From an optimization exercise on the open Yosys and OpenROAD flow, aimed at small area, a short achievable clock period and few clock cycles per item; shortcuts taken in it are not production practice. The RTL was checked by simulation tests, not by an equivalence proof against the original design.

// mcm_dct_top
module mcm_dct_top (
    input  logic                                  clk,
    input  logic                                  rst_n,
    input  logic                                  req_i,
    input  logic [8*(16+1)-1:0]   samples_i,
    input  logic [8*(3+1)-1:0] codes_i,
    output logic                                  ack_o,
    output logic [32:0]                   result_o
);
Size: about 2,400 cells after synthesis, roughly 210 I/O pins.
==> flow/config.mk <==
export PLATFORM = sky130hd
export DESIGN_NAME = mcm_dct_top
export DESIGN_NICKNAME = mcm_dct_top
export VERILOG_FILES = /design/flow/design.v
export SDC_FILE = /design/flow/constraint.sdc
export NUM_CORES = 4
export LEC_CHECK = 0
export CAP_MARGIN = 20
export CORE_MARGIN = 2
export CORE_UTILIZATION = 40
export SLEW_MARGIN = 20
export SYNTH_HIERARCHICAL = 1
==> flow/constraint.sdc <==
create_clock -name core_clock -period 26.0 [get_ports {clk}]
set_input_delay 5.2000 -clock core_clock [delete_from_list [all_inputs] [get_ports {clk}]]
set_output_delay 5.2000 -clock core_clock [all_outputs]
set_load 0.01 [all_outputs]
standard.sh (not shown) runs the stock make flow with config.mk's settings and CLKGATE_MAP_FILE= SYNTH_SCRIPT=/design/flow/synth_recipe.tcl, a recipe that flattens the netlist after the stock synthesis.
==> flow/flow/run.sh <==
#!/bin/bash
# Own layout flow: the standard ORFS flow (standard.sh, unchanged synthesis), with the
# ports buffered by a plain buffer cell instead of the default choice, and setup repair
# aimed at a larger slack than the clock period needs, so that repair works on this design's
# real critical paths. Each run's full output goes to a log file in the work folder.
set -euo pipefail
export BUFFER_PORTS_ARGS="-buffer_cell sky130_fd_sc_hd__buf_1"
export SETUP_SLACK_MARGIN="${FLOW_SETUP_MARGIN:-16}"
bash standard.sh synth > run_synth.log 2>&1
bash standard.sh > run_layout.log 2>&1
Testbench counts at the start, summed over its fixed seeds: cycles 4,096, items 2,048.
Rerun with:
--- a/flow/flow/run.sh
+++ b/flow/flow/run.sh
@@ -8 +8 @@
-export SETUP_SLACK_MARGIN="${FLOW_SETUP_MARGIN:-16}"
+export SETUP_SLACK_MARGIN="${FLOW_SETUP_MARGIN:-15}"
Effect: Setup slack got worse by 790 ps; clock-buffer cell count is unchanged.


Setup of old:
Another version of the RTL of mcm_dct_top (not shown whole).
Size in the first run: roughly 2800 cells after synthesis, roughly 210 I/O pins.
clock: 26.0 ns
lec_check: 0
cap_margin: 20
core_margin: 2
core_utilization: 40
slew_margin: 20
synth_hierarchical: 1
==> flow/flow/run.sh <==
#!/bin/bash
# Own layout flow: the standard ORFS flow (standard.sh, unchanged synthesis), with the
# ports buffered by a plain buffer cell instead of the default choice, and setup repair
# aimed at a larger slack than the clock period needs, so that repair works on this design's
# real critical paths. Each run's full output goes to a log file in the work folder.
set -euo pipefail
export BUFFER_PORTS_ARGS="-buffer_cell sky130_fd_sc_hd__buf_2"
export SETUP_SLACK_MARGIN="${FLOW_SETUP_MARGIN:-16}"
bash standard.sh synth > run_synth.log 2>&1
bash standard.sh > run_layout.log 2>&1
Testbench counts of old, summed over its fixed seeds: cycles 4,096, items 2,048.
Setup changes, old to new
-- flow/flow/run.sh --
<<< old, line 7
export BUFFER_PORTS_ARGS="-buffer_cell sky130_fd_sc_hd__buf_2"
export SETUP_SLACK_MARGIN="${FLOW_SETUP_MARGIN:-16}"
bash standard.sh synth > run_synth.log 2>&1
>>> new, line 7
export BUFFER_PORTS_ARGS="-buffer_cell sky130_fd_sc_hd__buf_2"
export SETUP_SLACK_MARGIN="${FLOW_SETUP_MARGIN:-16.5}"
bash standard.sh synth > run_synth.log 2>&1
### Flow results
- Sequential share of layout area, old and new: larger value in old
- Number of gates on the worst path with buffers counted, old and new, higher one = new.


== P ==
Starting RTL as in the previous note.
clock: 26.0 ns
lec_check: 0
cap_margin: 20
core_margin: 2
core_utilization: 65
place_density: 0.75
slew_margin: 20
synth_hierarchical: 1
==> flow/flow/run.sh <==
#!/bin/bash
# Own layout flow: the standard ORFS flow (standard.sh, unchanged synthesis), with the
# ports buffered by a plain buffer cell instead of the default choice, and setup repair
# aimed at a larger slack than the clock period needs, so that repair works on this design's
# real critical paths. Each run's full output goes to a log file in the work folder.
set -euo pipefail
export BUFFER_PORTS_ARGS="-buffer_cell sky130_fd_sc_hd__buf_2"
export SETUP_SLACK_MARGIN="${FLOW_SETUP_MARGIN:-16}"
bash standard.sh synth > run_synth.log 2>&1
bash standard.sh > run_layout.log 2>&1
P went all the way through synthesis, placement and routing and the layout is clean on timing, DRC and antenna.
Testbench counts of P, summed over its fixed seeds: cycles 4,096, items 2,048.
Input-level comparison between Q and P:
- PLACE_DENSITY: 0.75 -> unset
- CORE_UTILIZATION: 65 -> 40
diff --git a/flow/flow/run.sh b/flow/flow/run.sh
--- a/flow/flow/run.sh
+++ b/flow/flow/run.sh
@@ -7 +7 @@
-export BUFFER_PORTS_ARGS="-buffer_cell sky130_fd_sc_hd__buf_2"
+export BUFFER_PORTS_ARGS="-buffer_cell sky130_fd_sc_hd__buf_1"
--- outcome ---
Any difference in layout multi-input combinational cell count between Q and P is small enough to ignore. Between Q and P, clock-buffer cell count is lower for Q, P comes in above that.
The inputs of R differ from those of Q as listed below.
diff --git a/flow/flow/run.sh b/flow/flow/run.sh
--- a/flow/flow/run.sh
+++ b/flow/flow/run.sh
@@ -7,2 +7,2 @@
-export BUFFER_PORTS_ARGS="-buffer_cell sky130_fd_sc_hd__buf_1"
-export SETUP_SLACK_MARGIN="${FLOW_SETUP_MARGIN:-16}"
+export BUFFER_PORTS_ARGS="-buffer_cell sky130_fd_sc_hd__buf_2"
+export SETUP_SLACK_MARGIN="${FLOW_SETUP_MARGIN:-15}"
### Flow results
- R: all stages complete, timing, DRC and antenna checks passed
- From Q to R the numbers moved as follows: worst hold slack dropped 100 ps, total via count in the routed design dropped about 2.2%, portion of the clock cycle consumed by the worst path in the final layout went up, non-clock buffer count down about 23%.
- Wire length after detailed routing is lower on R

what the ideal ports hide:
In the flow no input, the clock included, has a driving cell. The finished layouts below were timed again as built, in two steps. Step 1 sets driving cells, clkbuf_16 on the clock port and buf_2 on the other inputs (assumed; they add their load-dependent delay and slew). Step 2 moves the port delays by t, midway between the first and last clock arrival at a register: inputs arrive t later, outputs are due t later. That takes back most of the time a late clock gives input paths. a / b / c = no drivers / after step 1 / after step 2; a / b = the first two.
run | shift t [ns] | setup slack, ns | hold WS [ns] | latest minus earliest clock arrival (ns) | worst register clock-pin slew, ns
the first run of note 1 | 0.446 | 15.995 / 16.028 / 15.583 | 1.011 / 1.011 / 1.011 | 0.018 / 0.019 | 0.08 / 0.08
the second run of note 1 | 0.443 | 15.209 / 15.234 / 14.792 | 1.084 / 1.084 / 1.084 | 0.015 / 0.015 | 0.08 / 0.08
old | 0.447 | 16.030 / 16.071 / 15.624 | 0.788 / 0.788 / 0.788 | 0.020 / 0.020 | 0.08 / 0.08
new | 0.446 | 16.206 / 16.141 / 15.869 | 1.187 / 1.187 / 1.187 | 0.015 / 0.015 | 0.08 / 0.08
P | 0.443 | 16.018 / 16.020 / 15.597 | 1.151 / 1.151 / 1.151 | 0.013 / 0.013 | 0.07 / 0.07
Q | 0.453 | 16.029 / 15.997 / 15.621 | 0.895 / 0.895 / 0.895 | 0.014 / 0.014 | 0.08 / 0.08
R | 0.447 | 15.177 / 15.224 / 14.777 | 0.790 / 0.790 / 0.790 | 0.021 / 0.021 | 0.08 / 0.08
After both steps every run listed still meets setup and hold. The setup slack of P, which loses most, moves by +0.002 ns with the drivers and by -0.421 ns with both steps.
